Context: an optimization exercise on an open-source flow, tuned for small area, a short achievable clock period and few clock cycles. The choices shown serve that exercise and are no tape-out recipe.
Function was checked by simulation only, so behaviour that the tests miss may differ from the original.
Power is estimated from default activity; no workload was simulated.

===== flow/config.mk =====
export PLATFORM = sky130hd
export DESIGN_NAME = keyed_count_table_unit
export DESIGN_NICKNAME = keyed_count_table_unit
export VERILOG_FILES = /design/flow/design.v
export SDC_FILE = /design/flow/constraint.sdc
export NUM_CORES = 4
export LEC_CHECK = 0
export CAP_MARGIN = 20
export CORE_MARGIN = 2
export CORE_UTILIZATION = 40
export CTS_CLUSTER_DIAMETER = 60
export CTS_CLUSTER_SIZE = 30
export PLACE_DENSITY = 0.55
export SETUP_SLACK_MARGIN = 2.3
export SLEW_MARGIN = 20
export TNS_END_PERCENT = 10

===== flow/constraint.sdc =====
create_clock -name core_clock -period 5.0 [get_ports {clk}]
set_input_delay 1.0000 -clock core_clock [delete_from_list [all_inputs] [get_ports {clk}]]
set_output_delay 1.0000 -clock core_clock [all_outputs]
set_load 0.01 [all_outputs]

===== flow/design.v =====
`timescale 1ns / 1ps
package kct_pkg;
  localparam int ROWS_DEF      = 4;
  localparam int SLOTS_DEF     = 8;
  localparam int KEY_CHARS_DEF = 8;
  localparam int KEY_FW    = 64;
  localparam int COUNT_W   = 16;
  localparam int STATUS_W  = 3;
  localparam int ROW_FW    = 2;
  localparam int SLOT_FW   = 3;
  localparam logic [COUNT_W-1:0] COUNT_MAX = '1;
  localparam logic MODE_INC = 1'b0;
  localparam logic MODE_DEC = 1'b1;
  typedef enum logic [STATUS_W-1:0] {
    ST_NEW  = 3'd0,
    ST_INC  = 3'd1,
    ST_FULL = 3'd2,
    ST_DEC  = 3'd3,
    ST_MISS = 3'd4
  } status_t;
  typedef enum logic [2:0] {
    S_CLEAR,
    S_IDLE,
    S_SCAN,
    S_UPDATE,
    S_DONE
  } state_t;
endpackage
`timescale 1ns / 1ps
import kct_pkg::*;
module keyed_count_table_unit #(
  parameter int ROWS      = kct_pkg::ROWS_DEF,
  parameter int SLOTS     = kct_pkg::SLOTS_DEF,
  parameter int KEY_CHARS = kct_pkg::KEY_CHARS_DEF
) (
  input  logic                clk,
  input  logic                rst,
  input  logic                req_valid,
  output logic                req_ready,
  input  logic                req_mode,
  input  logic [kct_pkg::KEY_FW-1:0]   req_key,
  output logic                rsp_valid,
  input  logic                rsp_ready,
  output logic [kct_pkg::STATUS_W-1:0] rsp_status,
  output logic [kct_pkg::ROW_FW-1:0]   rsp_row,
  output logic [kct_pkg::SLOT_FW-1:0]  rsp_slot,
  output logic [kct_pkg::COUNT_W-1:0]  rsp_count
);
  localparam int ENTRIES = ROWS * SLOTS;
  localparam int IDX_W   = (ENTRIES > 1) ? $clog2(ENTRIES) : 1;
  localparam int KEY_W   = 8 * KEY_CHARS;
  logic [KEY_W-1:0]   tbl_key [ENTRIES];
  logic [COUNT_W-1:0] tbl_cnt [ENTRIES];
  logic [ENTRIES-1:0] tbl_one;    
  logic [ENTRIES-1:0] tbl_vld;
  logic [ENTRIES-1:0] vld_next;
  logic               x_vld;
  logic               x_mode;
  logic [KEY_W-1:0]   x_key;
  logic [ENTRIES-1:0] x_m;        
  logic               x_same;     
  logic               y_vld;
  logic               y_mode;
  logic [ENTRIES-1:0] y_match;    
  logic               y_hit;      
  logic [COUNT_W-1:0] y_cnt;      
  logic               y_one;      
  logic               o_vld;
  logic               busy;       
  logic [STATUS_W-1:0] o_status;
  logic [IDX_W-1:0]   o_idx;
  logic [COUNT_W-1:0] o_cnt;
  logic               exec;
  logic               adv;
  logic               load;
  logic               x_vld_next;
  logic               y_vld_next;
  logic               o_vld_next;
  logic [ENTRIES-1:0] m;
  logic [COUNT_W-1:0] m_cnt;
  logic               m_one;
  logic               fwd;
  logic [COUNT_W-1:0] new_cnt;
  logic               new_one;
  logic [ENTRIES-1:0] free_1h;
  logic               full;
  logic               alloc;
  logic [ENTRIES-1:0] alloc_1h;
  logic               freed;
  logic [ENTRIES-1:0] used_1h;
  logic [ENTRIES-1:0] keep_1h;
  logic               live;
  logic [IDX_W-1:0]   res_idx;
  logic [STATUS_W-1:0] res_status;
  logic [COUNT_W-1:0] res_cnt;
  assign exec      = y_vld && (!o_vld || rsp_ready);
  assign adv       = x_vld && (!y_vld || exec);
  assign load      = !x_vld || adv;
  assign req_ready = !busy || rsp_ready;
  assign rsp_valid  = o_vld;
  assign rsp_status = o_status;
  assign rsp_row    = o_idx[IDX_W-1:3];
  assign rsp_slot   = o_idx[2:0];
  assign rsp_count  = o_cnt;
  always_ff @(posedge clk) begin
    if (load && req_valid) begin
      x_key  <= req_key[KEY_W-1:0];
    end
    if (load) begin
      x_mode <= req_mode;
      x_same <= (x_vld || y_vld) && (x_key == req_key[KEY_W-1:0]);
      for (int i = 0; i < ENTRIES; i++) begin
        x_m[i] <= vld_next[i] && (tbl_key[i] == req_key[KEY_W-1:0]);
      end
    end
  end
  assign m = x_m;
  always_comb begin
    m_cnt = '0;
    m_one = 1'b0;
    for (int i = 0; i < ENTRIES; i++) begin
      m_cnt = m_cnt | (tbl_cnt[i] & {COUNT_W{m[i]}});
      m_one = m_one | (tbl_one[i] && m[i]);
    end
  end
  assign fwd = x_same && y_vld;
  always_ff @(posedge clk) begin
    if (adv) begin
      y_mode  <= x_mode;
      y_match <= fwd ? keep_1h : m;
      y_hit   <= fwd ? live : |m;
      y_cnt   <= fwd ? res_cnt : m_cnt;
      y_one   <= fwd ? (live && new_one) : m_one;
    end
  end
  assign new_cnt = (y_mode == MODE_DEC) ? y_cnt - COUNT_W'(1)
                 : (y_cnt == COUNT_MAX) ? y_cnt : y_cnt + COUNT_W'(1);
  assign new_one = (y_mode == MODE_DEC) ? (y_cnt == COUNT_W'(2)) : (y_cnt == '0);
  always_comb begin
    logic seen;
    seen = 1'b0;
    for (int i = 0; i < ENTRIES; i++) begin
      free_1h[i] = !tbl_vld[i] && !seen;
      seen       = seen || !tbl_vld[i];
    end
  end
  assign full     = &tbl_vld;
  assign alloc    = (y_mode == MODE_INC) && !y_hit && !full;
  assign alloc_1h = free_1h & {ENTRIES{alloc}};
  assign freed    = (y_mode == MODE_DEC) && y_one;
  assign used_1h  = y_match | alloc_1h;
  assign keep_1h  = alloc_1h | (y_match & {ENTRIES{!freed}});
  assign live     = alloc || (y_hit && !freed);
  always_comb begin
    res_idx = '0;
    for (int i = 0; i < ENTRIES; i++) begin
      res_idx = res_idx | (IDX_W'(i) & {IDX_W{used_1h[i]}});
    end
  end
  always_comb begin
    if (y_hit) begin
      res_status = (y_mode == MODE_DEC) ? ST_DEC : ST_INC;
      res_cnt    = new_cnt;
    end else if (alloc) begin
      res_status = ST_NEW;
      res_cnt    = new_cnt;
    end else begin
      res_status = (y_mode == MODE_DEC) ? ST_MISS : ST_FULL;
      res_cnt    = '0;
    end
  end
  always_comb begin
    vld_next = tbl_vld;
    if (exec) begin
      vld_next = alloc_1h | (tbl_vld & ~(y_match & {ENTRIES{freed}}));
    end
  end
  always_ff @(posedge clk) begin
    for (int i = 0; i < ENTRIES; i++) begin
      if (adv && !vld_next[i]) begin
        tbl_key[i] <= x_key;
      end
      if (exec && used_1h[i]) begin
        tbl_cnt[i] <= new_cnt;
        tbl_one[i] <= new_one;
      end
    end
  end
  always_ff @(posedge clk) begin
    if (rst) begin
      tbl_vld <= '0;
    end else begin
      tbl_vld <= vld_next;
    end
  end
  always_ff @(posedge clk) begin
    if (exec) begin
      o_status <= res_status;
      o_idx    <= res_idx;
      o_cnt    <= res_cnt;
    end
  end
  assign x_vld_next = load ? req_valid : x_vld;
  assign y_vld_next = adv ? 1'b1 : (exec ? 1'b0 : y_vld);
  assign o_vld_next = exec ? 1'b1 : (rsp_ready ? 1'b0 : o_vld);
  always_ff @(posedge clk) begin
    if (rst) begin
      x_vld <= 1'b0;
      y_vld <= 1'b0;
      o_vld <= 1'b0;
      busy  <= 1'b0;
    end else begin
      x_vld <= x_vld_next;
      y_vld <= y_vld_next;
      o_vld <= o_vld_next;
      busy  <= x_vld_next && y_vld_next && o_vld_next;
    end
  end
endmodule

===== flow/run.sh =====
#!/bin/bash
# synth_recipe.tcl (not shown) runs the flow's synth.tcl, then flattens the netlist and writes it again
# the make line also repeats each setting of config.mk as NAME=value (left out here)
make -C /OpenROAD-flow-scripts/flow DESIGN_CONFIG=/design/flow/config.mk WORK_HOME=/design/flow/orfs CLKGATE_MAP_FILE= SYNTH_SCRIPT=/design/flow/synth_recipe.tcl finish

==> results_dict.tcl, run 1 <==
set metrics [dict create \
    postRouteWirelength_um 502000 \
    run_status "complete, no violations" \
    timing.final.max_slew_violations 0 \
    path_max_fanout 17 \
    postSynthAreaPerCell_um2 16.3 \
    dp_hpwl_um 279000 \
    power_leakage_uw 0.0403 \
    finalSetupViolations 0 \
    insertion_delay_ns 0.93 \
    power_switching_share_pct 27.1 \
    yosysUniqueCellTypes 66 \
    cts_made_buffers 197 \
    seq_area_frac_synth_pct 73.4 \
    pin_count 95 \
    layout_common_cells "sky130_fd_sc_hd__edfxtp_1, sky130_fd_sc_hd__xnor2_1, sky130_fd_sc_hd__nand4_1" \
    ys_warn_count 3 \
    synth_edf_count 2765 \
    maximum_number_of_pins_on_one_net_before_global_route_repair 65 \
    min_period_ns 2.96 \
    power_share_of_the_sequential_group_pct 54.2 \
    die_w_um 538 \
    timing.critical_path.to_type "register" \
    timing_worst_slew_pin_value_ns 1.27 \
    synthFlopType "sky130_fd_sc_hd__edfxtp_1" \
    total_switching_power_uw 13800 \
    grt_antenna_before_repair 78 \
    finish.net_count 7546 \
    setup_tns_ns 0 \
    fp.dieArea_mm2 0.290 \
    drv.max_cap_violation_count 0 \
    drive_gt1_share_pct 15.1 \
    drcViolationCount 0 \
    power_density_mw_per_mm2 384 \
    routabilityCongestion 1.00 \
    cell_internal_pwr_uw 37000 \
    fin_skew_ns 0.102 \
    syn_inst 7001 \
    htreeDepth 4 \
    globalRoute.totalOverflow 0 \
    cp-start-kind "register" \
    first_pass_grt_wire_length_um 646000 \
    arrival_ns 3.50 \
    cts_root_buffer "sky130_fd_sc_hd__clkbuf_16" \
    grt.total_usage_pct 33.7 \
    filler_cell_count 24500 \
    die_h_um 538 \
    tritoncts "built" \
    clk_pin_slew_worst_paths_ns 0.10 \
    floorplan.core_area_mm2 0.284 \
    io_buffers 94 \
    finalHoldViolations 0 \
    start_util_pct 40.1 \
    clkPwrFrac_pct 35.2 \
    share_comb_of_total_power_pct 10.6 \
    number_of_global_route_vias_before_repair 65500 \
    peakVddDrop_mv 0.352 \
    drt_first_iter_violations 17100 \
    min_path_type "register to register" \
    synth-async-reset-ratio_pct 0 \
    netlist_area_mm2 0.114 \
    max_freq_ghz 0.338 \
    synth_to_final_area_change_pct 15.7 \
    drt-pass1-iter-count 6 \
    portion_of_the_clock_cycle_consumed_by_the_worst_path_in_the_final_layout_pct 59.1 \
    post_synthesis_register_bit_count 2801 \
    cts_hold_buf 0 \
    post_drt_via_cell_ratio 6.37 \
    crit_required_ns 5.54 \
    max_slew_margin_pct 15.2 \
    vias 73100 \
    total_power_uw 50800 \
    wire_per_inst_um 43.7 \
    ctsLongestPathBuffers 4 \
    path_class "register to register" \
    synth.net_count 7074 \
    grt_setup_unrepaired "true" \
    mostFrequentLayoutCell "sky130_fd_sc_hd__edfxtp_1" \
    std_cell_rows 196 \
    clock_sink_count 2801 \
    final_antenna_net_count 0 \
]
-- power by group through the flow --
stage                     sequential [µW]  clock (µW)  combinational (µW)
after detailed placement            28100           0                5060
final                               27500       17900                5370
after floorplan                     28100           0                2190
after global routing                27600       18600                5350
after global placement              28000           0                5030
after CTS                           27500       17900                5130
-- cells in the mapped netlist (7+ instances only) --
library cell                number  area [µm²]
sky130_fd_sc_hd__a21oi_1        57         285
sky130_fd_sc_hd__nand3_1        51         255
sky130_fd_sc_hd__buf_1         105         394
sky130_fd_sc_hd__nand4_1       570        3570
sky130_fd_sc_hd__xor2_1        230        2010
sky130_fd_sc_hd__a221oi_1       13         114
sky130_fd_sc_hd__edfxtp_1     2765       83000
sky130_fd_sc_hd__a32oi_1         7        61.3
sky130_fd_sc_hd__nor4_1        221        1380
sky130_fd_sc_hd__a2bb2oi_1      16         140
sky130_fd_sc_hd__a222oi_1       16         160
sky130_fd_sc_hd__or3_1           7        43.8
sky130_fd_sc_hd__and2_1         45         282
sky130_fd_sc_hd__and3_1          7        43.8
sky130_fd_sc_hd__o21ai_0        41         205
sky130_fd_sc_hd__a22o_1          9        78.8
sky130_fd_sc_hd__nor3_1         28         140
sky130_fd_sc_hd__a31oi_1        12        75.1
sky130_fd_sc_hd__clkbuf_1      261         980
sky130_fd_sc_hd__mux2i_1         7        70.1
sky130_fd_sc_hd__inv_1          20        75.1
sky130_fd_sc_hd__nand2_1        89         334
sky130_fd_sc_hd__a22oi_1       240        1800
sky130_fd_sc_hd__or4_1          11        82.6
sky130_fd_sc_hd__nor2_1        165         619
sky130_fd_sc_hd__dfxtp_1        36         721
sky130_fd_sc_hd__xnor2_1      1883       16500
sky130_fd_sc_hd__nor2b_1         7        43.8
-- cells by family after synthesis --
logic type / after synthesis / share of synthesized area [%]
and+or+nand+nor: 1240 / 6.22
DFF: 2801 / 73.4
xor gates and xnor gates: 2113 / 16.2
buffers and inverters: 390 / 1.29
adders and majority gates: 4 / 0.0438
AOI/OAI and AO/OA: 445 / 2.80
muxes: 8 / 0.0712
-- state kept, by name, summed over array words and instances (netlist names), 32 cells and up --
register	flops
x_m	32
tbl_one	32
tbl_cnt	512
tbl_vld	32
y_match	32
tbl_key	2048
x_key	64
-- what timing repair did --
item                                    4_1_cts  5_1_grt
resized for setup                           102      185
endpoints found under the hold margin         0        0
cloned                                       11        7
buffers inserted                             44       41
pin swaps                                    23       25
endpoints found under the setup margin     2742     2242
-- worst max-delay path, cell delays in order (launching register included) --
cell                        delay [ns]
sky130_fd_sc_hd__edfxtp_1         0.47
sky130_fd_sc_hd__nand4bb_4        0.35
sky130_fd_sc_hd__or3_4            0.46
sky130_fd_sc_hd__buf_4            0.17
sky130_fd_sc_hd__nor2_1           0.22
sky130_fd_sc_hd__a31oi_1          0.28
sky130_fd_sc_hd__nor2_2           0.14
sky130_fd_sc_hd__buf_4            0.43
-- layer usage --
layer / wire [µm] / GRT usage, %
met5: 97 / 0
met4: 32400 / 18.0
met3: 66300 / 6.45
met2: 227000 / 52.6
met1: 176000 / 44.7
-- worst paths after layout --
| check | start | end | cells after the start | slack [ns] |
|---|---|---|---|---|
| setup / recovery | y_mode$_DFFE_PP_ | tbl_cnt[14][11]$_DFFE_PP_ | 7 | 2.04 |
| hold / removal | x_mode$_DFFE_PP_ | y_mode$_DFFE_PP_ | 0 | 0.51 |
| setup reg to reg | y_mode$_DFFE_PP_ | tbl_cnt[14][11]$_DFFE_PP_ | 7 | 2.04 |
| hold reg to reg | x_mode$_DFFE_PP_ | y_mode$_DFFE_PP_ | 0 | 0.51 |
-- per-stage QoR --
| step | cell area, µm² | cells | util, % | setup WS [ns] | hold WS (ns) |
|---|---|---|---|---|---|
| finish | 132000 | 11500 | 46.4 | 2.04 | 0.506 |
| CTS | 131000 | 11300 | 46.0 | 2.00 | 0.487 |
| floorplan | 114000 | 7001 | - | 1.90 | 0.400 |
| global placement | 123000 | 10900 | 43.2 | 0.286 | 0.449 |
| global route | 132000 | 11400 | 46.4 | 2.00 | 0.487 |
| detailed placement | 123000 | 10900 | 43.2 | 0.205 | 0.451 |
-- final cells by class --
| cell class | count | area, µm² | area share [%] |
|---|---|---|---|
| sequential | 2801 | 83800 | 63.4 |
| multi-input combinational | 3819 | 29900 | 22.6 |
| timing repair buffer | 634 | 6540 | 4.95 |
| clock buffer | 210 | 5010 | 3.79 |
| tap | 3762 | 4710 | 3.56 |
| clock inverter | 146 | 1890 | 1.43 |
| antenna | 73 | 183 | 0.138 |
| inverter | 20 | 81.3 | 0.0616 |
Testbench counts, summed over its fixed seeds: cycles 3,224.
==> run 2: changes to the inputs <==
--- a/flow/design.v
+++ b/flow/design.v
@@ -65,6 +65,7 @@
   logic               y_hit;      
   logic [COUNT_W-1:0] y_cnt;      
   logic               y_one;      
+  logic               y_ins;      
   logic               o_vld;
   logic               busy;       
   logic [STATUS_W-1:0] o_status;
@@ -81,8 +82,10 @@
   logic               m_one;
   logic               fwd;
   logic [COUNT_W-1:0] new_cnt;
+  logic               cnt_sat;
   logic               new_one;
-  logic [ENTRIES-1:0] free_1h;
+  logic [ENTRIES-1:0] free_1h;    
+  logic [ENTRIES-1:0] free_next;
   logic               full;
   logic               alloc;
   logic [ENTRIES-1:0] alloc_1h;
@@ -131,22 +134,32 @@
       y_hit   <= fwd ? live : |m;
       y_cnt   <= fwd ? res_cnt : m_cnt;
       y_one   <= fwd ? (live && new_one) : m_one;
-    end
-  end
-  assign new_cnt = (y_mode == MODE_DEC) ? y_cnt - COUNT_W'(1)
-                 : (y_cnt == COUNT_MAX) ? y_cnt : y_cnt + COUNT_W'(1);
+      y_ins   <= (x_mode == MODE_INC) && (fwd ? !live : !(|m));
+    end
+  end
+  always_comb begin
+    logic [COUNT_W-1:0] t;
+    logic [COUNT_W:0]   carry;
+    t        = y_cnt ^ {COUNT_W{y_mode == MODE_DEC}};
+    carry[0] = 1'b1;
+    for (int b = 0; b < COUNT_W; b++) begin
+      carry[b+1] = carry[b] && t[b];
+    end
+    cnt_sat = carry[COUNT_W] && (y_mode == MODE_INC);
+    new_cnt = y_cnt ^ (carry[COUNT_W-1:0] & {COUNT_W{!cnt_sat}});
+  end
   assign new_one = (y_mode == MODE_DEC) ? (y_cnt == COUNT_W'(2)) : (y_cnt == '0);
   always_comb begin
     logic seen;
     seen = 1'b0;
     for (int i = 0; i < ENTRIES; i++) begin
-      free_1h[i] = !tbl_vld[i] && !seen;
-      seen       = seen || !tbl_vld[i];
-    end
-  end
-  assign full     = &tbl_vld;
-  assign alloc    = (y_mode == MODE_INC) && !y_hit && !full;
-  assign alloc_1h = free_1h & {ENTRIES{alloc}};
+      free_next[i] = !vld_next[i] && !seen;
+      seen         = seen || !vld_next[i];
+    end
+  end
+  assign full     = !(|free_1h);
+  assign alloc    = y_ins && !full;
+  assign alloc_1h = free_1h & {ENTRIES{y_ins}};    
   assign freed    = (y_mode == MODE_DEC) && y_one;
   assign used_1h  = y_match | alloc_1h;
   assign keep_1h  = alloc_1h | (y_match & {ENTRIES{!freed}});
@@ -189,8 +202,10 @@
   always_ff @(posedge clk) begin
     if (rst) begin
       tbl_vld <= '0;
+      free_1h <= ENTRIES'(1);
     end else begin
       tbl_vld <= vld_next;
+      free_1h <= free_next;
     end
   end
   always_ff @(posedge clk) begin
--- a/flow/config.mk
+++ b/flow/config.mk
@@ -11,6 +11,6 @@
 export CTS_CLUSTER_DIAMETER = 60
 export CTS_CLUSTER_SIZE = 30
 export PLACE_DENSITY = 0.55
-export SETUP_SLACK_MARGIN = 2.3
+export SETUP_SLACK_MARGIN = 2.4
 export SLEW_MARGIN = 20
 export TNS_END_PERCENT = 10
==> run 2 against run 1 <==
Net effect: register-to-register slack gained 0.11 ns; count of clock-buffer cells in the layout decreased by 13; sequential share of layout area up 0.22 points; critical endpoint is now x_m[4]$_DFFE_PN_.
==> results_dict.tcl, run 2 <==
set metrics [dict create \
    run_status "complete, no violations" \
    pin_count 95 \
    clk_pin_slew_worst_paths_ns 0.10 \
    globalRoute.totalOverflow 0 \
    portion_of_the_clock_cycle_consumed_by_the_worst_path_in_the_final_layout_pct 59.2 \
    grt.total_usage_pct 32.7 \
    synthFlopType "sky130_fd_sc_hd__edfxtp_1" \
    drive_gt1_share_pct 14.5 \
    critical_path.reg2reg.startpoint "y_mode$_DFFE_PP_" \
    grt_use_met2_pct 50.3 \
    synth-adder-area-share_pct 0 \
    postRouteWirelength_um 492000 \
    min_path_type "input port to register" \
    critical_path.max_stage_delay_ns 0.52 \
    largest-register "tbl_key" \
    clock_sink_count 2834 \
    grt-busiest-layer "met2" \
    path_class "input port to register" \
    timing.final.max_slew_violations 0 \
    layout_common_cells "sky130_fd_sc_hd__edfxtp_1, sky130_fd_sc_hd__xnor2_1, sky130_fd_sc_hd__nand4_1" \
    timing.critical_path.from "req_key[3]" \
    synth-compound-area-share_pct 3.13 \
    std_cell_rows 197 \
    total_switching_power_uw 13100 \
    globalRouteMet3Util_pct 6.54 \
    synth.net_count 7173 \
    floorplan.core_area_mm2 0.287 \
    largest_register_ffs 2048 \
    synth_area_in_xor_xnor_pct 15.9 \
    post_synthesis_register_bit_count 2834 \
    layout_top_registers "tbl_key x2048, tbl_cnt x512, x_key x64" \
    synth_largest_type_area_fraction_pct 72.0 \
    ctsLongestPathBuffers 4 \
    proportion_of_synthesized_area_in_mux_cells_pct 0.0174 \
    min_delay_src "req_key[16]" \
    crit_required_ns 5.68 \
    first_pass_grt_wire_length_um 635000 \
    netlist_area_mm2 0.115 \
    start_util_pct 40.1 \
    yosysUniqueCellTypes 73 \
    finalHoldViolations 0 \
    peakVddDrop_mv 0.292 \
    chain_of_cells_forming_the_critical_path "buf_6, buf_4, buf_4, xnor2_1, nand4_1, nor4_1, nand4_1, nor2_1" \
    wire_per_inst_um 42.7 \
    die_w_um 541 \
    timing_worst_slew_pin_value_ns 1.22 \
    power_share_of_the_sequential_group_pct 55.3 \
    synth_edf_count 2766 \
    share_comb_of_total_power_pct 9.5 \
    setup_tns_ns 0 \
    instances_no_fill 11500 \
    vias 73800 \
    htreeDepth 4 \
    min_period_ns 2.96 \
    cts_root_buffer "sky130_fd_sc_hd__clkbuf_16" \
    max_slew_margin_pct 18.8 \
    fin_skew_ns 0.102 \
    cp-start-kind "input port" \
    maximum_number_of_pins_on_one_net_before_global_route_repair 65 \
    arrival_ns 3.63 \
    synth-async-reset-ratio_pct 0 \
    cts_made_buffers 183 \
    grt_antenna_before_repair 82 \
    dp.cells 11000 \
    yosys.area_share.simple_pct 6.25 \
    synth_to_final_area_change_pct 15.0 \
    finalCoreUtilization_pct 46.2 \
    yosysMostFrequentCell "sky130_fd_sc_hd__edfxtp_1" \
    drt-pass1-iter-count 9 \
    cts_hold_buf 0 \
    clkPwrFrac_pct 35.2 \
    synth_commonest_cells "sky130_fd_sc_hd__edfxtp_1, sky130_fd_sc_hd__xnor2_1, sky130_fd_sc_hd__nand4_1, sky130_fd_sc_hd__xor2_1, sky130_fd_sc_hd__clkbuf_1" \
    insertion_delay_ns 0.96 \
    path_max_fanout 18 \
    mostFrequentLayoutCell "sky130_fd_sc_hd__edfxtp_1" \
    syn_inst 7104 \
    drcViolationCount 0 \
    drv.max_cap_violation_count 0 \
    die_h_um 541 \
    critPathSlowestCell "sky130_fd_sc_hd__nand4_1" \
    finalSetupViolations 0 \
    number_of_global_route_vias_before_repair 66100 \
    synth_top_family_by_area "XOR/XNOR gates" \
    timing.critical_path.to_type "register" \
    ys_warn_count 3 \
    ys_top_cells_by_area "sky130_fd_sc_hd__edfxtp_1, sky130_fd_sc_hd__xnor2_1, sky130_fd_sc_hd__nand4_1" \
    power_switching_share_pct 26.4 \
    postSynthAreaPerCell_um2 16.2 \
    routabilityCongestion 0.963 \
    power_leakage_uw 0.0408 \
    io_buffers 94 \
    final_antenna_net_count 0 \
    max_freq_ghz 0.338 \
    seq_area_frac_synth_pct 73.2 \
    fp.dieArea_mm2 0.293 \
    dp_hpwl_um 269000 \
    grt_setup_unrepaired "true" \
    power_density_mw_per_mm2 374 \
    drt_first_iter_violations 15300 \
    tritoncts "built" \
    finish.net_count 7620 \
    netlist.top_cell.by_area "sky130_fd_sc_hd__edfxtp_1" \
    met1_usage_grt_pct 44.8 \
    post_drt_via_cell_ratio 6.41 \
    cell_internal_pwr_uw 36500 \
]
## run 2: cell count changes after synthesis, moves of 30 or more
cell                       previous run  this run
sky130_fd_sc_hd__a22oi_1            240       162
sky130_fd_sc_hd__xnor2_1           1883      1809
sky130_fd_sc_hd__xor2_1             230       289
sky130_fd_sc_hd__a221oi_1            13        66
sky130_fd_sc_hd__nor3_1              28        67
sky130_fd_sc_hd__a22o_1               9        43
sky130_fd_sc_hd__dfxtp_1             36        68
sky130_fd_sc_hd__inv_1               20        50
## run 2: through the flow
step / worst slack [ns] / total power, µW / hold slack, ns / area, µm²
4_1_cts: 2.16 / 49400 / 0.536 / 131000
2_1_floorplan: 1.36 / 30100 / 0.427 / 116000
5_1_grt: 2.08 / 50500 / 0.490 / 133000
6_report: 2.04 / 49600 / 0.510 / 133000
3_3_place_gp: 0.559 / 32300 / 0.527 / 124000
3_5_place_dp: 0.619 / 32400 / 0.537 / 124000
## run 2: area by class of cell
type	instances	area, µm²
fillers	24700	155000
clock inverters	135	1900
clock buffers	197	4700
repair inverters	1	7.51
flip-flops and latches	2834	84400
well taps	3781	4730
diodes	32	80.1
multi-input cells	3846	30300
inverters	52	204
repair buffers	633	6330
## run 2: power groups by stage
| stage | sequential (µW) | clock (µW) | combinational, µW |
|---|---|---|---|
| 6_report | 27400 | 17400 | 4720 |
| 3_3_place_gp | 27900 | 0 | 4360 |
| 4_1_cts | 27400 | 17500 | 4490 |
| 5_1_grt | 27500 | 18300 | 4740 |
| 2_1_floorplan | 28000 | 0 | 2090 |
| 3_5_place_dp | 28000 | 0 | 4400 |
## run 2: timing repair
item / in CTS / in global routing
cloned: 12 / 10
buffers inserted: 34 / 56
resized for setup: 97 / 163
pin swaps: 19 / 20
endpoints found under the setup margin: 2757 / 1579
## run 2: cells by family (layout without fill, tap and decap cells)
logic type | after synthesis | in the layout
flops | 2834 | 2834
simple gates | 1266 | 1277
mux | 2 | 2
xor+xnor | 2098 | 2098
buf+inv | 435 | 1018
compound gates | 469 | 469
other cells | 0 | 32
## run 2: critical path: cells and delay by family
family	cells	cell delay (ns)
xor+xnor	1	0.12
buf+inv	3	1.04
simple gates	4	1.40
## run 2: worst paths after layout
path                                  end  slack (ns)  depth (start not counted)
hold / removal        x_key[16]$_DFFE_PP_        0.51                          1
hold reg to reg    tbl_vld[19]$_SDFF_PP0_        0.57                          2
setup / recovery         x_m[4]$_DFFE_PN_        2.04                          8
setup reg to reg  tbl_cnt[2][6]$_DFFE_PP_        2.15                         12
## run 2: per-layer routing
layer / share of wire [%] / up-vias
met5: 0.017 / -
met4: 5.7 / 12
met3: 14 / 1229
met2: 44 / 6357
met1: 36 / 38500
li1: - / 27700
Testbench counts of run 2, summed over its fixed seeds: cycles 3,224.
==> run 3: changes to the inputs <==
--- a/flow/config.mk
+++ b/flow/config.mk
@@ -11,6 +11,6 @@
 export CTS_CLUSTER_DIAMETER = 60
 export CTS_CLUSTER_SIZE = 30
 export PLACE_DENSITY = 0.55
-export SETUP_SLACK_MARGIN = 2.4
+export SETUP_SLACK_MARGIN = 2.3
 export SLEW_MARGIN = 20
-export TNS_END_PERCENT = 10
+export TNS_END_PERCENT = 100
==> run 3 against run 2 <==
Net effect: flip-flop and latch count did not move; area after synthesis did not move; combinational power rose by 4.7%; critical path depth did not move; count of clock-buffer cells in the layout rose by 2; non-clock buffer count rose by 108; sequential power barely moved; register-to-register slack got worse by 0.02 ns; sequential share of layout area fell by 1.1 points; largest cell class unchanged; largest power group unchanged; highest routed layer unchanged.
==> results_dict.tcl, run 3 <==
set metrics [dict create \
    run_status "complete, no violations" \
    dp.cells 11100 \
    yosysMostFrequentCell "sky130_fd_sc_hd__edfxtp_1" \
    cts_made_buffers 192 \
    clock_sink_count 2834 \
    wl_met3_um 71800 \
    insertion_delay_ns 0.94 \
    ctsLongestPathBuffers 4 \
    floorplan.core_area_mm2 0.287 \
    maximum_number_of_pins_on_one_net_before_global_route_repair 85 \
    tritoncts "built" \
    setup_tns_ns 0 \
    first_pass_grt_wire_length_um 641000 \
    critical_path.max_stage_delay_ns 0.96 \
    final_antenna_net_count 0 \
    post_synthesis_register_bit_count 2834 \
    pin_count 95 \
    layout_common_cells "sky130_fd_sc_hd__edfxtp_1, sky130_fd_sc_hd__xnor2_1, sky130_fd_sc_hd__nand4_1" \
    path_class "input port to register" \
    chain_of_cells_forming_the_critical_path "buf_16, buf_6, buf_6, xnor2_2, nand4_1, nor4_2, nand4_1, nor2_4" \
    total_power_uw 49700 \
    drcViolationCount 0 \
    netlist_area_mm2 0.115 \
    synth_to_final_area_change_pct 17.0 \
    fin_skew_ns 0.149 \
    timing.final.max_slew_violations 0 \
    layout_top_registers "tbl_key x2048, tbl_cnt x512, x_key x64" \
    netlist.top_cell.by_area "sky130_fd_sc_hd__edfxtp_1" \
    power_density_mw_per_mm2 368 \
    timing_worst_slew_pin_value_ns 1.31 \
    met2_routed_length_um 222000 \
    yosysUniqueCellTypes 73 \
    dp_hpwl_um 269000 \
    globalRoute.totalOverflow 0 \
    postSynthAreaPerCell_um2 16.2 \
    crit_buf_inv 3 \
    vias 74600 \
    timing.critical_path.to_type "register" \
    mostFrequentLayoutCell "sky130_fd_sc_hd__edfxtp_1" \
    postRouteWirelength_um 499000 \
    timing.critical_path.from "req_key[14]" \
    max_freq_ghz 0.339 \
    routabilityCongestion 0.927 \
    synth_edf_count 2766 \
    drv.max_cap_violation_count 0 \
    fp.dieArea_mm2 0.293 \
    synth-async-reset-ratio_pct 0 \
    syn_inst 7104 \
    min_period_ns 2.95 \
    power_leakage_uw 0.0419 \
    finalSetupViolations 0 \
    portion_of_the_clock_cycle_consumed_by_the_worst_path_in_the_final_layout_pct 58.9 \
    io_buffers 94 \
    grt_antenna_before_repair 78 \
    max_slew_margin_pct 13.0 \
    largest-register "tbl_key" \
    critPathSlowestCell "sky130_fd_sc_hd__nand4_1" \
    drt_first_iter_violations 16400 \
    synth.net_count 7173 \
    drt-pass1-iter-count 8 \
    crit_path_leading_delay_family "simple AND/OR/NAND/NOR gates" \
    largest_register_ffs 2048 \
    critical_path.reg2reg.startpoint "tbl_key[28][27]$_DFFE_PP_" \
    path_max_fanout 5 \
    arrival_ns 3.65 \
    cp-start-kind "input port" \
    die_h_um 541 \
    ys_top_cells_by_area "sky130_fd_sc_hd__edfxtp_1, sky130_fd_sc_hd__xnor2_1, sky130_fd_sc_hd__nand4_1" \
    min_delay_src "x_mode$_DFFE_PN_" \
    drive_gt1_share_pct 16.4 \
    synth_largest_type_area_fraction_pct 72.0 \
    instances_no_fill 11700 \
    crit_required_ns 5.70 \
    cts_root_buffer "sky130_fd_sc_hd__clkbuf_16" \
    finish.net_count 7751 \
    std_cell_rows 197 \
    grt.total_usage_pct 32.9 \
    htreeDepth 4 \
    finalHoldViolations 0 \
    top_layer_used "met5" \
    post_drt_via_cell_ratio 6.40 \
    wire_per_inst_um 42.8 \
    start_util_pct 40.1 \
    peakVddDrop_mv 0.235 \
    seq_area_frac_synth_pct 73.2 \
    wl_met1_um 179000 \
    die_w_um 541 \
    min_path_type "register to register" \
    clk_pin_slew_worst_paths_ns 0.09 \
    ys_warn_count 3 \
    grt_setup_unrepaired "true" \
    number_of_global_route_vias_before_repair 66400 \
    synthFlopType "sky130_fd_sc_hd__edfxtp_1" \
    synth_commonest_cells "sky130_fd_sc_hd__edfxtp_1, sky130_fd_sc_hd__xnor2_1, sky130_fd_sc_hd__nand4_1, sky130_fd_sc_hd__xor2_1, sky130_fd_sc_hd__clkbuf_1" \
]
## run 3: cell count changes in the layout (fill, tap and decap cells not counted), sizes merged, moves of 8 or more
cell           previous run  this run
bufinv                   12         4
and2                     36        50
clkdlybuf4s50            20         3
buf                     591       699
clkinv                   48        63
dlygate4sd2               8        25
## run 3: final cells by class
type | instances | area [µm²]
Clock inverter | 146 | 1740
Multi-Input combinational cell | 3860 | 30700
Tap cell | 3781 | 4730
Inverter | 52 | 213
Timing Repair inverter | 1 | 7.51
Sequential cell | 2834 | 84400
Fill cell | 24600 | 152000
Clock buffer | 199 | 4870
Timing Repair Buffer | 741 | 8190
Antenna cell | 38 | 95.1
## run 3: report_power, final
group / switching [µW] / total, µW / internal [µW]
clock network: 9470 / 17300 / 7870
registers: 382 / 27400 / 27000
logic: 3380 / 4940 / 1560
## run 3: final timing paths
check / cells after the start / to / slack [ns]
hold reg to reg: 0 / y_mode$_DFFE_PP_ / 0.46
hold / removal: 0 / y_mode$_DFFE_PP_ / 0.46
setup reg to reg: 5 / x_m[28]$_DFFE_PN_ / 2.13
setup / recovery: 8 / x_m[28]$_DFFE_PN_ / 2.05
## run 3: what timing repair did
item / CTS / global route
endpoints found under the setup margin: 2756 / 858
pin swaps: 44 / 56
resized for setup: 337 / 170
gates cloned: 17 / 24
hold buffers: 0 / 0
buffers inserted: 65 / 101
## run 3: layer usage
layer / global-route usage (%) / vias to the layer above
li1: - / 28000
met1: 44.9 / 38800
met2: 50.4 / 6525
met3: 7.55 / 1168
met4: 14.5 / 12
met5: 0 / -
## run 3: cell families after synthesis
family / after synthesis / share of synthesized area (%)
flip-flops: 2834 / 73.2
XOR/XNOR: 2098 / 15.9
multiplexers: 2 / 0.0174
AND/OR/NAND/NOR: 1266 / 6.25
buffers and inverters: 435 / 1.46
AO/OA/AOI/OAI: 469 / 3.13
## run 3: through the flow
stage,area (µm²),setup WS (ns),util (%),hold WS [ns]
after floorplan,116000,1.36,-,0.427
after global placement,124000,0.168,43.2,0.440
after detailed placement,124000,0.0804,43.2,0.438
after CTS,133000,1.98,46.2,0.429
after global routing,135000,2.09,46.9,0.441
final,135000,2.05,47.0,0.462
## run 3: worst reg2reg max path, cell delays in order (launching register included)
cell and delay, ns:
sky130_fd_sc_hd__edfxtp_1 0.42, sky130_fd_sc_hd__xnor2_1 0.15, sky130_fd_sc_hd__nand4_1 0.13, sky130_fd_sc_hd__nor4_2 0.40, sky130_fd_sc_hd__nand4_1 0.96, sky130_fd_sc_hd__nor2_4 0.62
==> run 4: changes to the inputs <==
--- a/flow/config.mk
+++ b/flow/config.mk
@@ -9,8 +9,8 @@
 export CORE_MARGIN = 2
 export CORE_UTILIZATION = 40
 export CTS_CLUSTER_DIAMETER = 60
-export CTS_CLUSTER_SIZE = 30
+export CTS_CLUSTER_SIZE = 36
 export PLACE_DENSITY = 0.55
-export SETUP_SLACK_MARGIN = 2.3
+export SETUP_SLACK_MARGIN = 2.4
 export SLEW_MARGIN = 20
-export TNS_END_PERCENT = 100
+export TNS_END_PERCENT = 10
==> run 4 against run 3 <==
Net effect: still clean on timing, DRC and antenna; combinational power shrank 4.7%; first-iteration DRC count decreased by 7.5%; synthesized cell count stayed put; area after synthesis is the same; clock power is essentially flat; cell area decreased by 1.8%; total power down 0.31%; global-route usage shrank 0.21 points; setup slack better by 0.055 ns; wire length decreased by 1.7%; non-clock buffer count shrank 124; utilization shrank 0.85 points; largest power group unchanged; highest routed layer unchanged.
==> results_dict.tcl, run 4 <==
set metrics [dict create \
    cts_hold_buf 0 \
    largest-register "tbl_key" \
    yosysUniqueCellTypes 73 \
    grt_setup_unrepaired "true" \
    drive_gt1_share_pct 14.3 \
    power_density_mw_per_mm2 374 \
    run_status "complete, no violations" \
    io_buffers 94 \
    number_of_global_route_vias_before_repair 66200 \
    cp-start-kind "input port" \
    portion_of_the_clock_cycle_consumed_by_the_worst_path_in_the_final_layout_pct 57.8 \
    critical_path.reg2reg.startpoint "y_mode$_DFFE_PP_" \
    layout_common_cells "sky130_fd_sc_hd__edfxtp_1, sky130_fd_sc_hd__xnor2_1, sky130_fd_sc_hd__nand4_1" \
    finish.net_count 7605 \
    setup_tns_ns 0 \
    die_w_um 541 \
    final_antenna_net_count 0 \
    proportion_of_synthesized_area_in_mux_cells_pct 0.0174 \
    clk_pin_slew_worst_paths_ns 0.10 \
    ys_top_cells_by_area "sky130_fd_sc_hd__edfxtp_1, sky130_fd_sc_hd__xnor2_1, sky130_fd_sc_hd__nand4_1" \
    drv.max_cap_violation_count 0 \
    layout_top_registers "tbl_key x2048, tbl_cnt x512, x_key x64" \
    dp.cells 11000 \
    tritoncts "built" \
    insertion_delay_ns 0.95 \
    wire_per_inst_um 42.7 \
    dp_hpwl_um 269000 \
    peakVddDrop_mv 0.301 \
    first_pass_grt_wire_length_um 637000 \
    max_freq_ghz 0.346 \
    mostFrequentLayoutCell "sky130_fd_sc_hd__edfxtp_1" \
    yosysMostFrequentCell "sky130_fd_sc_hd__edfxtp_1" \
    post_drt_via_cell_ratio 6.41 \
    instances_no_fill 11500 \
    holdPathEnd "x_key[32]$_DFFE_PP_" \
    finalHoldViolations 0 \
    globalRoute.totalOverflow 0 \
    synth_largest_type_area_fraction_pct 72.0 \
    routabilityCongestion 0.963 \
    min_delay_src "req_key[32]" \
    synthFlopType "sky130_fd_sc_hd__edfxtp_1" \
    drcViolationCount 0 \
    whs_path_depth 1 \
    largest_register_ffs 2048 \
    synth_commonest_cells "sky130_fd_sc_hd__edfxtp_1, sky130_fd_sc_hd__xnor2_1, sky130_fd_sc_hd__nand4_1, sky130_fd_sc_hd__xor2_1, sky130_fd_sc_hd__clkbuf_1" \
    arrival_ns 3.57 \
    clock_sink_count 2834 \
    synth-compound-area-share_pct 3.13 \
    floorplan.core_area_mm2 0.287 \
    share_comb_of_total_power_pct 9.5 \
    cell_internal_pwr_uw 36600 \
    worst_r2r_path_depth 10 \
    synth_top_family_by_area "XOR/XNOR gates" \
    power_switching_share_pct 26.2 \
    synth-async-reset-ratio_pct 0 \
    finalSetupViolations 0 \
    path_class "input port to register" \
    power_share_of_the_sequential_group_pct 55.3 \
    path_max_fanout 18 \
    seq_area_frac_synth_pct 73.2 \
    synth.net_count 7173 \
    drt_first_iter_violations 15200 \
    fin_skew_ns 0.109 \
    crit_required_ns 5.68 \
    pin_count 95 \
    cts_root_buffer "sky130_fd_sc_hd__clkbuf_16" \
    total_switching_power_uw 13000 \
    maximum_number_of_pins_on_one_net_before_global_route_repair 65 \
    post_synthesis_register_bit_count 2834 \
    synth-adder-area-share_pct 0 \
    timing.critical_path.to_type "register" \
    reg2reg_to "tbl_cnt[2][6]$_DFFE_PP_" \
    postSynthAreaPerCell_um2 16.2 \
    syn_inst 7104 \
    timing_worst_slew_pin_value_ns 1.20 \
    vias 73700 \
    htreeDepth 4 \
    std_cell_rows 197 \
    netlist.top_cell.by_area "sky130_fd_sc_hd__edfxtp_1" \
    min_path_type "input port to register" \
    synth_to_final_area_change_pct 14.9 \
    die_h_um 541 \
    fp.dieArea_mm2 0.293 \
    netlist_area_mm2 0.115 \
    postRouteWirelength_um 491000 \
    timing.final.max_slew_violations 0 \
    synth_edf_count 2766 \
    ctsLongestPathBuffers 4 \
    clkPwrFrac_pct 35.2 \
    max_slew_margin_pct 20.2 \
    yosys.area_share.simple_pct 6.25 \
    drt-pass1-iter-count 8 \
    synth_area_in_xor_xnor_pct 15.9 \
    cts_made_buffers 182 \
    power_leakage_uw 0.0407 \
    grt.total_usage_pct 32.7 \
    regToRegSetupSlack_ns 2.17 \
    ys_warn_count 3 \
    start_util_pct 40.1 \
    grt_antenna_before_repair 80 \
    min_period_ns 2.89 \
]
## run 4: metal layers
metal  track usage (%)  wire length (µm)  share of wire, %  vias up
met5                 0                44            0.0090        -
met4              14.7             27400               5.6        8
met3              6.70             65900                13     1162
met2              50.2            219000                45     6330
met1              44.8            179000                36    38500
li1                  -                 -                 -    27700
## run 4: power groups by stage
| stage | clock, µW | sequential, µW | combinational (µW) |
|---|---|---|---|
| 2_1_floorplan | 0 | 28000 | 2090 |
| 4_1_cts | 17500 | 27400 | 4510 |
| 6_report | 17400 | 27400 | 4710 |
| 5_1_grt | 18300 | 27500 | 4730 |
| 3_3_place_gp | 0 | 27900 | 4360 |
| 3_5_place_dp | 0 | 28000 | 4400 |
## run 4: critical path, cell delays in order
cell                      delay (ns)
sky130_fd_sc_hd__buf_6          0.39
sky130_fd_sc_hd__buf_4          0.44
sky130_fd_sc_hd__buf_4          0.23
sky130_fd_sc_hd__xnor2_1        0.12
sky130_fd_sc_hd__nand4_1        0.11
sky130_fd_sc_hd__nor4_1         0.40
sky130_fd_sc_hd__nand4_1        0.45
sky130_fd_sc_hd__nor2_1         0.36
## run 4: final cells by class
class,count,area [µm²]
Inverter,52,204
Antenna cell,30,75.1
Multi-Input combinational cell,3848,30300
Sequential cell,2834,84400
Clock inverter,135,1930
Timing Repair Buffer,617,6140
Fill cell,24700,155000
Clock buffer,195,4650
Timing Repair inverter,1,7.51
Tap cell,3781,4730
## run 4: cells by family (layout without fill, tap and decap cells)
family	count (synthesis)	count (layout)
flops	2834	2834
xor+xnor	2098	2098
simple gates	1266	1279
compound gates	469	469
buf+inv	435	1000
mux	2	2
other cells	0	30
## run 4: worst max-delay path by stage
stage	slack (ns)	end	from
finish	2.11	x_m[4]$_DFFE_PN_	req_key[3]
global route	2.11	tbl_cnt[11][6]$_DFFE_PP_	y_mode$_DFFE_PP_
CTS	2.15	rsp_slot[0]	o_idx[0]$_DFFE_PN_
detailed placement	0.62	tbl_key[28][18]$_DFFE_PP_	rsp_ready
global placement	0.56	tbl_key[28][0]$_DFFE_PP_	rsp_ready
floorplan	1.36	tbl_key[10][0]$_DFFE_PP_	rsp_ready
## run 4: timing repair
item                       4_1_cts  5_1_grt
buffers inserted                46       34
pin swaps                       23       14
setup endpoints to repair     2772     1786
resized for setup              116      162
cloned                          15        3
## run 4: metrics by stage
step / utilization [%] / hold slack (ns) / instance area, µm² / setup WS (ns) / power, µW
floorplan: - / 0.427 / 116000 / 1.36 / 30100
finish: 46.1 / 0.562 / 133000 / 2.11 / 49500
global placement: 43.0 / 0.527 / 124000 / 0.559 / 32300
CTS: 45.7 / 0.533 / 131000 / 2.15 / 49400
global route: 46.1 / 0.521 / 132000 / 2.11 / 50500
detailed placement: 43.1 / 0.537 / 124000 / 0.619 / 32400
==> run 5: changes to the inputs <==
--- a/flow/config.mk
+++ b/flow/config.mk
@@ -7,10 +7,10 @@
 export LEC_CHECK = 0
 export CAP_MARGIN = 20
 export CORE_MARGIN = 2
-export CORE_UTILIZATION = 40
+export CORE_UTILIZATION = 50
 export CTS_CLUSTER_DIAMETER = 60
-export CTS_CLUSTER_SIZE = 36
-export PLACE_DENSITY = 0.55
+export CTS_CLUSTER_SIZE = 30
+export PLACE_DENSITY = 0.65
 export SETUP_SLACK_MARGIN = 2.4
 export SLEW_MARGIN = 20
 export TNS_END_PERCENT = 10
==> run 5 against run 4 <==
Net effect: count of clock-buffer cells in the layout fell by 19; global-route usage rose by 6.2 points; combinational power fell by 2%; non-clock buffer count fell by 78; wire length fell by 5.1%; final cell count fell by 7.2%; total power fell by 2.0%; critical endpoint is now x_m[18]$_DFFE_PN_; critical path depth fell by 1; worst hold slack got worse by 0.092 ns; highest routed layer unchanged; synthesized cell count did not move; via count rose by 0.98%; die area fell by 20%.
==> results_dict.tcl, run 5 <==
set metrics [dict create \
    run_status "complete, no violations" \
    max_slew_margin_pct 14.3 \
    postSynthAreaPerCell_um2 16.2 \
    std_cell_rows 176 \
    die_w_um 484 \
    die_h_um 484 \
    max_freq_ghz 0.331 \
    fin_worst_hold_slack_ns 0.470 \
    ctsLongestPathBuffers 3 \
    crit_required_ns 5.64 \
    synth_commonest_cells "sky130_fd_sc_hd__edfxtp_1, sky130_fd_sc_hd__xnor2_1, sky130_fd_sc_hd__nand4_1, sky130_fd_sc_hd__xor2_1, sky130_fd_sc_hd__clkbuf_1" \
    critical_path.max_stage_delay_ns 0.56 \
    tritoncts "built" \
    yosysMostFrequentCell "sky130_fd_sc_hd__edfxtp_1" \
    min_path_type "register to register" \
    setup_tns_ns 0 \
    critPathSlowestCell "sky130_fd_sc_hd__nor4_1" \
    filler_cell_count 17700 \
    arrival_ns 3.66 \
    cts_hold_buf 0 \
    drt-pass1-iter-count 6 \
    mostFrequentLayoutCell "sky130_fd_sc_hd__edfxtp_1" \
    drt_first_iter_violations 20300 \
    synth-async-reset-ratio_pct 0 \
    vias 74400 \
    synthFlopType "sky130_fd_sc_hd__edfxtp_1" \
    power_leakage_uw 0.0400 \
    wire_per_inst_um 43.7 \
    insertion_delay_ns 0.91 \
    finalHoldViolations 0 \
    synth_edf_count 2766 \
    largest-register "tbl_key" \
    start_util_pct 50.2 \
    crit_path_leading_delay_family "simple AND/OR/NAND/NOR gates" \
    peakVddDrop_mv 0.348 \
    ys_warn_count 3 \
    path_max_fanout 11 \
    min_period_ns 3.02 \
    floorplan.core_area_mm2 0.230 \
    grt.total_usage_pct 38.9 \
    fp.dieArea_mm2 0.234 \
    drcViolationCount 0 \
    grt_setup_unrepaired "true" \
    power_density_mw_per_mm2 373 \
    timing.critical_path.from "req_key[5]" \
    post_synthesis_register_bit_count 2834 \
    timing.final.max_slew_violations 0 \
    htreeDepth 4 \
    synth_largest_type_area_fraction_pct 72.0 \
    seq_area_frac_synth_pct 73.2 \
    chain_of_cells_forming_the_critical_path "buf_4, buf_4, xnor2_1, nand4_1, nor4_1, nand4_1, nor2_1" \
    pin_count 95 \
    cts_made_buffers 167 \
    drive_gt1_share_pct 13.0 \
    ys_top_cells_by_area "sky130_fd_sc_hd__edfxtp_1, sky130_fd_sc_hd__xnor2_1, sky130_fd_sc_hd__nand4_1" \
    portion_of_the_clock_cycle_consumed_by_the_worst_path_in_the_final_layout_pct 60.4 \
    synth.net_count 7173 \
    netlist_area_mm2 0.115 \
    cp-start-kind "input port" \
    critical_path.reg2reg.startpoint "y_mode$_DFFE_PP_" \
    min_delay_src "x_mode$_DFFE_PN_" \
    clock_sink_count 2834 \
    layout_top_registers "tbl_key x2048, tbl_cnt x512, x_key x64" \
    post_drt_via_cell_ratio 6.98 \
    netlist.top_cell.by_area "sky130_fd_sc_hd__edfxtp_1" \
    yosysUniqueCellTypes 73 \
    path_class "input port to register" \
    area.sequential_mm2 0.0844 \
    syn_inst 7104 \
    first_pass_grt_wire_length_um 607000 \
    maximum_number_of_pins_on_one_net_before_global_route_repair 65 \
    layout_common_cells "sky130_fd_sc_hd__edfxtp_1, sky130_fd_sc_hd__xnor2_1, sky130_fd_sc_hd__nand4_1" \
    cts_root_buffer "sky130_fd_sc_hd__clkbuf_16" \
    grt_antenna_before_repair 69 \
    final_antenna_net_count 0 \
    dp_hpwl_um 248000 \
    clk_pin_slew_worst_paths_ns 0.10 \
    crit_buf_inv 2 \
    number_of_global_route_vias_before_repair 66400 \
    timing.critical_path.to_type "register" \
    finish.net_count 7505 \
    fin_skew_ns 0.0772 \
    io_buffers 94 \
    multi_input_area_mm2 0.0301 \
    globalRoute.totalOverflow 0 \
    postRouteWirelength_um 466000 \
    finalSetupViolations 0 \
    synth_to_final_area_change_pct 12.9 \
    drv.max_cap_violation_count 0 \
    largest_register_ffs 2048 \
    routabilityCongestion 0.961 \
    timing_worst_slew_pin_value_ns 1.29 \
]
run 5: changes by cell type in the layout (fill, tap and decap cells not counted), sizes merged, moves of 6 or more:
cell,delta
and2,-11
buf,-76
bufinv,-8
clkbuf,-19
clkdlybuf4s50,+6
clkinv,+7
clkinvlp,+6
diode,+25
dlygate4sd2,-6
run 5: worst register-to-register path: stages (launching register included):
cell	delay (ns)
sky130_fd_sc_hd__edfxtp_1	0.38
sky130_fd_sc_hd__buf_4	0.14
sky130_fd_sc_hd__and2_1	0.14
sky130_fd_sc_hd__buf_6	0.29
sky130_fd_sc_hd__nand4_1	0.17
sky130_fd_sc_hd__a32oi_1	0.19
sky130_fd_sc_hd__buf_4	0.31
sky130_fd_sc_hd__and2_4	0.75
run 5: path summary, 6_finish.rpt:
path                                                 end  slack [ns]  depth (start not counted)
worst max register to register  tbl_key[16][4]$_DFFE_PP_        2.15                          7
worst min-delay path                    y_mode$_DFFE_PP_        0.47                          0
worst min register to register          y_mode$_DFFE_PP_        0.47                          0
worst max-delay path                   x_m[18]$_DFFE_PN_        1.98                          7
run 5: power by group:
group	internal (µW)	switching (µW)	total (µW)
sequential	27000	369	27400
clock	7320	9210	16500
combinational	1340	3260	4610
run 5: cell type report:
cell class	instances	area share [%]
Tap cell	3026	2.91
Clock inverter	136	1.49
Timing Repair inverter	6	0.0346
Clock buffer	176	3.30
Antenna cell	55	0.106
Sequential cell	2834	64.8
Timing Repair Buffer	539	4.08
Inverter	52	0.162
Multi-Input combinational cell	3836	23.1
run 5: repair_timing:
action | 4_1_cts | 5_1_grt
gates cloned | 8 | 2
setup buffers | 43 | 22
pin swaps | 15 | 14
setup endpoints to repair | 2887 | 1927
resized for setup | 86 | 112
run 5: cells by family after synthesis:
logic type	count (synthesis)	share of synthesized area, %
DFF	2834	73.2
xor gates and xnor gates	2098	15.9
and+or+nand+nor	1266	6.25
AOI/OAI and AO/OA	469	3.13
buffers and inverters	435	1.46
muxes	2	0.0174
run 5: metrics by stage:
stage	cell area (µm²)	power, µW	utilization, %	cells	setup WS, ns
2_1_floorplan	116000	30100	-	7104	1.36
4_1_cts	129000	48200	56.3	10600	2.13
3_3_place_gp	122000	32100	53.2	10200	0.609
3_5_place_dp	122000	32200	53.2	10200	0.542
5_1_grt	130000	49300	56.6	10600	2.09
6_report	130000	48500	56.7	10700	1.98
run 5: routing by layer:
layer	vias up	track usage (%)	share of wire [%]
li1	27500	-	-
met3	1589	11.3	17
met2	7854	56.8	43
met4	16	21.1	6.9
met1	37500	52.7	33
met5	-	0.143	0.026
==> run 6: changes to the inputs <==
--- a/flow/design.v
+++ b/flow/design.v
@@ -52,6 +52,10 @@
   logic [KEY_W-1:0]   tbl_key [ENTRIES];
   logic [COUNT_W-1:0] tbl_cnt [ENTRIES];
   logic [ENTRIES-1:0] tbl_one;    
+  logic [ENTRIES-1:0] w_1h;       
+  logic [COUNT_W-1:0] w_cnt;
+  logic               w_one;
+  logic               pend;
   logic [ENTRIES-1:0] tbl_vld;
   logic [ENTRIES-1:0] vld_next;
   logic               x_vld;
@@ -118,12 +122,17 @@
     end
   end
   assign m = x_m;
+  assign pend = |(m & w_1h);
   always_comb begin
     m_cnt = '0;
     m_one = 1'b0;
     for (int i = 0; i < ENTRIES; i++) begin
       m_cnt = m_cnt | (tbl_cnt[i] & {COUNT_W{m[i]}});
       m_one = m_one | (tbl_one[i] && m[i]);
+    end
+    if (pend) begin
+      m_cnt = w_cnt;
+      m_one = w_one;
     end
   end
   assign fwd = x_same && y_vld;
@@ -193,11 +202,20 @@
       if (adv && !vld_next[i]) begin
         tbl_key[i] <= x_key;
       end
-      if (exec && used_1h[i]) begin
-        tbl_cnt[i] <= new_cnt;
-        tbl_one[i] <= new_one;
+      if (w_1h[i]) begin
+        tbl_cnt[i] <= w_cnt;
+        tbl_one[i] <= w_one;
       end
     end
+  end
+  always_ff @(posedge clk) begin
+    if (rst) begin
+      w_1h <= '0;
+    end else begin
+      w_1h <= exec ? used_1h : '0;
+    end
+    w_cnt <= new_cnt;
+    w_one <= new_one;
   end
   always_ff @(posedge clk) begin
     if (rst) begin
==> run 6 against run 5 <==
Net effect: still clean; cell area is 1.3% higher; global-route usage decreased by 0.85 points; synthesized cell count grew 1.4%; clock skew fell by 0.0011 ns; utilization is 0.079 points higher; fmax grew 1.5%; clock power about the same; die area is 1.1% higher; area after synthesis rose by 1.1%; wire length fell by 1.4%; critical path type unchanged; largest power group unchanged.
==> results_dict.tcl, run 6 <==
set metrics [dict create \
    run_status "complete, no violations" \
    synth_largest_type_area_fraction_pct 71.2 \
    start_util_pct 50.2 \
    reg2reg_to "x_same$_DFFE_PN_" \
    first_pass_grt_wire_length_um 602000 \
    fin_skew_ns 0.0761 \
    cts_hold_buf 0 \
    drt-pass1-iter-count 6 \
    layout_common_cells "sky130_fd_sc_hd__edfxtp_1, sky130_fd_sc_hd__xnor2_1, sky130_fd_sc_hd__nand4_1" \
    die_w_um 487 \
    htreeDepth 4 \
    timing.critical_path.mode_cell "sky130_fd_sc_hd__nand4_1" \
    layout_top_registers "tbl_key x2048, tbl_cnt x512, x_key x64" \
    portion_of_the_clock_cycle_consumed_by_the_worst_path_in_the_final_layout_pct 59.5 \
    path_class "input port to register" \
    pin_count 95 \
    place_ws_ns 0.621 \
    number_of_global_route_vias_before_repair 66900 \
    peakVddDrop_mv 0.306 \
    synthFlopType "sky130_fd_sc_hd__edfxtp_1" \
    io_buffers 94 \
    maximum_number_of_pins_on_one_net_before_global_route_repair 65 \
    dp_hpwl_um 248000 \
    drv.max_cap_violation_count 0 \
    finalCoreUtilization_pct 56.8 \
    max_freq_ghz 0.336 \
    crit_required_ns 5.70 \
    yosysMostFrequentCell "sky130_fd_sc_hd__edfxtp_1" \
    timing.critical_path.to_type "register" \
    min_delay_src "free_1h[1]$_SDFF_PP0_" \
    finalSetupViolations 0 \
    power_leakage_uw 0.0410 \
    cts_made_buffers 165 \
    area.sequential_mm2 0.0854 \
    largest-register "tbl_key" \
    dp.cells 10300 \
    final_critical_path_setup_slack_ns 2.02 \
    max_slew_margin_pct 8.92 \
    path_max_fanout 24 \
    synth_to_final_area_change_pct 13.1 \
    chain_of_cells_forming_the_critical_path "buf_6, buf_4, xnor2_1, nand4_1, nor4_1, nand4_1, nor2_1" \
    ctsLongestPathBuffers 3 \
    routabilityCongestion 0.964 \
    arrival_ns 3.68 \
    postRouteWirelength_um 460000 \
    seq_area_frac_synth_pct 73.2 \
    critPathSlowestCell "sky130_fd_sc_hd__nand4_1" \
    mostFrequentLayoutCell "sky130_fd_sc_hd__edfxtp_1" \
    yosysUniqueCellTypes 66 \
    insertion_delay_ns 0.91 \
    grt_antenna_before_repair 67 \
    multi_input_area_mm2 0.0304 \
    worst_r2r_path_depth 6 \
    clk_pin_slew_worst_paths_ns 0.10 \
    min_period_ns 2.98 \
    finish.net_count 7587 \
    cts_root_buffer "sky130_fd_sc_hd__clkbuf_16" \
    drcViolationCount 0 \
    ys_top_cells_by_area "sky130_fd_sc_hd__edfxtp_1, sky130_fd_sc_hd__xnor2_1, sky130_fd_sc_hd__xor2_1" \
    grt.total_usage_pct 38.1 \
    die_h_um 487 \
    holdPathEnd "w_1h[1]$_SDFF_PP0_" \
    final_antenna_net_count 0 \
    vias 74500 \
    synth_commonest_cells "sky130_fd_sc_hd__edfxtp_1, sky130_fd_sc_hd__xnor2_1, sky130_fd_sc_hd__nand4_1, sky130_fd_sc_hd__xor2_1, sky130_fd_sc_hd__clkbuf_1" \
    wire_per_inst_um 42.7 \
    finalHoldViolations 0 \
    post_drt_via_cell_ratio 6.92 \
    postSynthAreaPerCell_um2 16.2 \
    min_path_type "register to register" \
    fin_worst_hold_slack_ns 0.538 \
    post_synthesis_register_bit_count 2883 \
    filler_cell_count 17700 \
    timing.final.max_slew_violations 0 \
    wl_met1_um 153000 \
    whs_path_depth 2 \
    synth_edf_count 2766 \
    drive_gt1_share_pct 12.4 \
    power_density_mw_per_mm2 372 \
    netlist_area_mm2 0.117 \
    tritoncts "built" \
    regToRegSetupSlack_ns 2.10 \
    drt_first_iter_violations 17300 \
    floorplan.core_area_mm2 0.232 \
    cp-start-kind "input port" \
    timing_worst_slew_pin_value_ns 1.37 \
    synth-async-reset-ratio_pct 0 \
    top_layer_used "met5" \
    ys_warn_count 3 \
    grt_setup_unrepaired "true" \
    fp.dieArea_mm2 0.237 \
    wl_met3_um 75000 \
    critical_path.max_stage_delay_ns 0.61 \
    critical_path.reg2reg.startpoint "x_key[19]$_DFFE_PP_" \
    largest_register_ffs 2048 \
    std_cell_rows 177 \
    instances_no_fill 10800 \
    netlist.top_cell.by_area "sky130_fd_sc_hd__edfxtp_1" \
    syn_inst 7200 \
    clock_sink_count 2883 \
    setup_tns_ns 0 \
    met2_routed_length_um 203000 \
    globalRoute.totalOverflow 0 \
    synth.net_count 7269 \
]
[run 6: cell families after synthesis]
group / synth area share [%]
buffers and inverters: 1.55
AO/OA/AOI/OAI: 3.24
adder cells (fa/ha/maj): 0.00858
flip-flops: 73.2
multiplexers: 0.194
XOR/XNOR: 15.7
AND/OR/NAND/NOR: 6.10
[run 6: repair_timing]
| action | 4_1_cts | 5_1_grt |
|---|---|---|
| buffers inserted | 43 | 22 |
| pin swaps | 17 | 23 |
| gates resized for setup | 119 | 155 |
| gates cloned | 6 | 5 |
| setup endpoints to repair | 2183 | 1017 |
[run 6: final cells by class]
| class | count | share of cell area, % |
|---|---|---|
| Inverter | 79 | 0.230 |
| Timing Repair Buffer | 528 | 4.23 |
| Clock inverter | 133 | 1.47 |
| Tap cell | 3043 | 2.89 |
| Clock buffer | 177 | 3.25 |
| Multi-Input combinational cell | 3861 | 23.1 |
| Antenna cell | 60 | 0.114 |
| Sequential cell | 2883 | 64.8 |
[run 6: worst max path at each step]
stage / from / to / depth (start not counted)
after floorplan: rsp_ready / tbl_key[14][0]$_DFFE_PP_ / 7
after global placement: rsp_ready / free_1h[31]$_SDFF_PP0_ / 9
after detailed placement: rsp_ready / free_1h[30]$_SDFF_PP0_ / 9
after CTS: o_cnt[0]$_DFFE_PN_ / rsp_count[0] / 1
after global routing: o_cnt[8]$_DFFE_PN_ / rsp_count[8] / 1
final: req_key[6] / x_m[12]$_DFFE_PN_ / 7
[run 6: layer usage]
metal / GRT usage, % / up-vias
li1: - / 27800
met1: 51.0 / 37600
met2: 57.1 / 7587
met3: 10.4 / 1521
met4: 19.8 / 16
met5: 0 / -
[run 6: worst max-delay path, delay by kind of cell]
kind	cells	cell delay, ns
and+or+nand+nor	4	1.56
buffers and inverters	2	0.90
xor gates and xnor gates	1	0.17
[run 6: where the power goes]
part,leakage [µW],total (µW),internal (µW),switching [µW]
combinational,0.0112,4500,1330,3170
sequential,0.0269,27900,27400,441
clock,0.00300,16700,7330,9320
[run 6: stage by stage]
step,power (µW),cell area (µm²)
after CTS,48700,131000
final,49000,132000
after floorplan,30500,117000
after global routing,49800,132000
after global placement,32500,123000
after detailed placement,32600,123000
Testbench counts of run 6, summed over its fixed seeds: cycles 3,224.
==> run 7: changes to the inputs <==
--- a/flow/config.mk
+++ b/flow/config.mk
@@ -7,10 +7,10 @@
 export LEC_CHECK = 0
 export CAP_MARGIN = 20
 export CORE_MARGIN = 2
-export CORE_UTILIZATION = 50
+export CORE_UTILIZATION = 40
 export CTS_CLUSTER_DIAMETER = 60
 export CTS_CLUSTER_SIZE = 30
-export PLACE_DENSITY = 0.65
+export PLACE_DENSITY = 0.55
 export SETUP_SLACK_MARGIN = 2.4
 export SLEW_MARGIN = 20
 export TNS_END_PERCENT = 10
==> run 7 against run 6 <==
Net effect: still clean; fmax rose by 4.3%; count of clock-buffer cells in the layout rose by 21; clock skew increased by 0.050 ns; cell area increased by 2.9%; largest cell class unchanged.
==> results_dict.tcl, run 7 <==
set metrics [dict create \
    placement.cell_area_mm2 0.125 \
    layout_top_registers "tbl_key x2048, tbl_cnt x512, x_key x64" \
    finish.net_count 7720 \
    std_cell_rows 198 \
    finalSetupViolations 0 \
    number_of_global_route_vias_before_repair 66800 \
    cp-start-kind "input port" \
    clock_sink_count 2883 \
    arrival_ns 3.55 \
    timing.critical_path.to_type "register" \
    drcViolationCount 0 \
    timing.critical_path.mode_cell "sky130_fd_sc_hd__nand4_1" \
    crit_required_ns 5.70 \
    run_status "complete, no violations" \
    ctsLongestPathBuffers 4 \
    synth-async-reset-ratio_pct 0 \
    total_power_uw 50800 \
    drt_first_iter_violations 17800 \
    max_slew_margin_pct 11.5 \
    ys_warn_count 3 \
    maximum_number_of_pins_on_one_net_before_global_route_repair 65 \
    portion_of_the_clock_cycle_consumed_by_the_worst_path_in_the_final_layout_pct 57.1 \
    chain_of_cells_forming_the_critical_path "buf_6, buf_8, xnor2_1, nand4_1, nor4_1, nand4_1, nor2_4" \
    synthFlopType "sky130_fd_sc_hd__edfxtp_1" \
    cts_hold_buf 0 \
    netlist_area_mm2 0.117 \
    power_leakage_uw 0.0425 \
    grt_antenna_before_repair 73 \
    drv.max_cap_violation_count 0 \
    drt-pass1-iter-count 6 \
    io_buffers 94 \
    globalRoute.totalOverflow 0 \
    synth.net_count 7269 \
    tritoncts "built" \
    htreeDepth 4 \
    synth_largest_type_area_fraction_pct 71.2 \
    postSynthAreaPerCell_um2 16.2 \
    dp_hpwl_um 269000 \
    cts_made_buffers 193 \
    filler_cell_count 24800 \
    pin_count 95 \
    final_antenna_net_count 0 \
    floorplan.core_area_mm2 0.291 \
    seq_area_frac_synth_pct 73.2 \
    setup_tns_ns 0 \
    critical_path.max_stage_delay_ns 0.90 \
    timing_worst_slew_pin_value_ns 1.33 \
    drive_gt1_share_pct 14.5 \
    yosysUniqueCellTypes 66 \
]
==> run 7: cell types whose count changed in the layout (fill, tap and decap cells not counted), sizes merged, moves of 11 or more <==
cell           previous run  this run
dlygate4sd2               6        22
clkinv                   44        62
diode                    60        47
clkdlybuf4s50            21         2
buf                     484       587
bufbuf                    4        15
clkbuf                  189       201
==> run 7: repair_timing <==
item / 4_1_cts / 5_1_grt
hold endpoints to repair: 0 / 0
pin swaps: 36 / 22
cloned: 18 / 2
gates resized for setup: 367 / 109
setup endpoints to repair: 1918 / 1046
setup buffers: 102 / 23
==> run 7: power by group <==
group	switching [µW]	leakage, µW	internal [µW]	total [µW]
Clock	9880	0.00336	8240	18100
Sequential	435	0.0269	27400	27900
Combinational	3310	0.0122	1460	4760
Total	13600	0.0425	37100	50800
==> run 7: per-layer routing <==
layer / global-route usage (%) / vias up / wire length, µm
met4: 14.6 / 12 / 27000
met3: 7.60 / 1187 / 72000
li1: - / 28100 / -
met5: 0 / - / 111
met1: 45.3 / 38700 / 179000
met2: 50.4 / 6519 / 220000
==> run 7: logic make-up (layout without fill, tap and decap cells) <==
| family | after synthesis | count (layout) | synth area share, % |
|---|---|---|---|
| buffers and inverters | 458 | 1062 | 1.55 |
| DFF | 2883 | 2883 | 73.2 |
| muxes | 22 | 22 | 0.194 |
| other | 0 | 47 | 0 |
| xor gates and xnor gates | 2086 | 2086 | 15.7 |
| AOI/OAI and AO/OA | 498 | 498 | 3.24 |
| adders and majority gates | 1 | 1 | 0.00858 |
| and+or+nand+nor | 1252 | 1253 | 6.10 |
==> run 7: layout make-up <==
type | count | area share [%]
clock buffer | 198 | 3.63
multi-input combinational | 3860 | 22.5
antenna | 47 | 0.0866
inverter | 79 | 0.223
timing repair buffer | 634 | 5.51
clock inverter | 151 | 1.51
tap | 3900 | 3.59
sequential | 2883 | 62.9
==> run 7: path summary, 6_finish.rpt <==
| check | start | to |
|---|---|---|
| worst max-delay path | req_key[43] | x_m[10]$_DFFE_PN_ |
| worst min register to register | x_mode$_DFFE_PN_ | y_mode$_DFFE_PP_ |
| worst max register to register | tbl_key[10][55]$_DFFE_PP_ | x_m[10]$_DFFE_PN_ |
| worst min-delay path | x_mode$_DFFE_PN_ | y_mode$_DFFE_PP_ |
==> run 7: critical path: cells and delay by family <==
kind	cells	cell delay (ns)
XOR/XNOR	1	0.14
buffers and inverters	2	0.54
AND/OR/NAND/NOR	4	1.85
==> run 7: metrics by stage <==
stage / setup slack (ns) / instances / utilization (%)
2_1_floorplan: 1.37 / 7200 / -
3_3_place_gp: 0.224 / 11200 / 43.0
3_5_place_dp: 0.240 / 11200 / 43.0
4_1_cts: 2.20 / 11700 / 46.4
5_1_grt: 2.18 / 11700 / 46.7
6_report: 2.15 / 11800 / 46.7

Re-timed with assumed drivers on the ports (clkbuf_16 on the clock, buf_2 on other inputs), run 7 has 1.975 ns of setup slack against 2.146 ns with ideal ports, and 0.998 ns once port delays also move by the mid clock arrival of 0.978 ns.
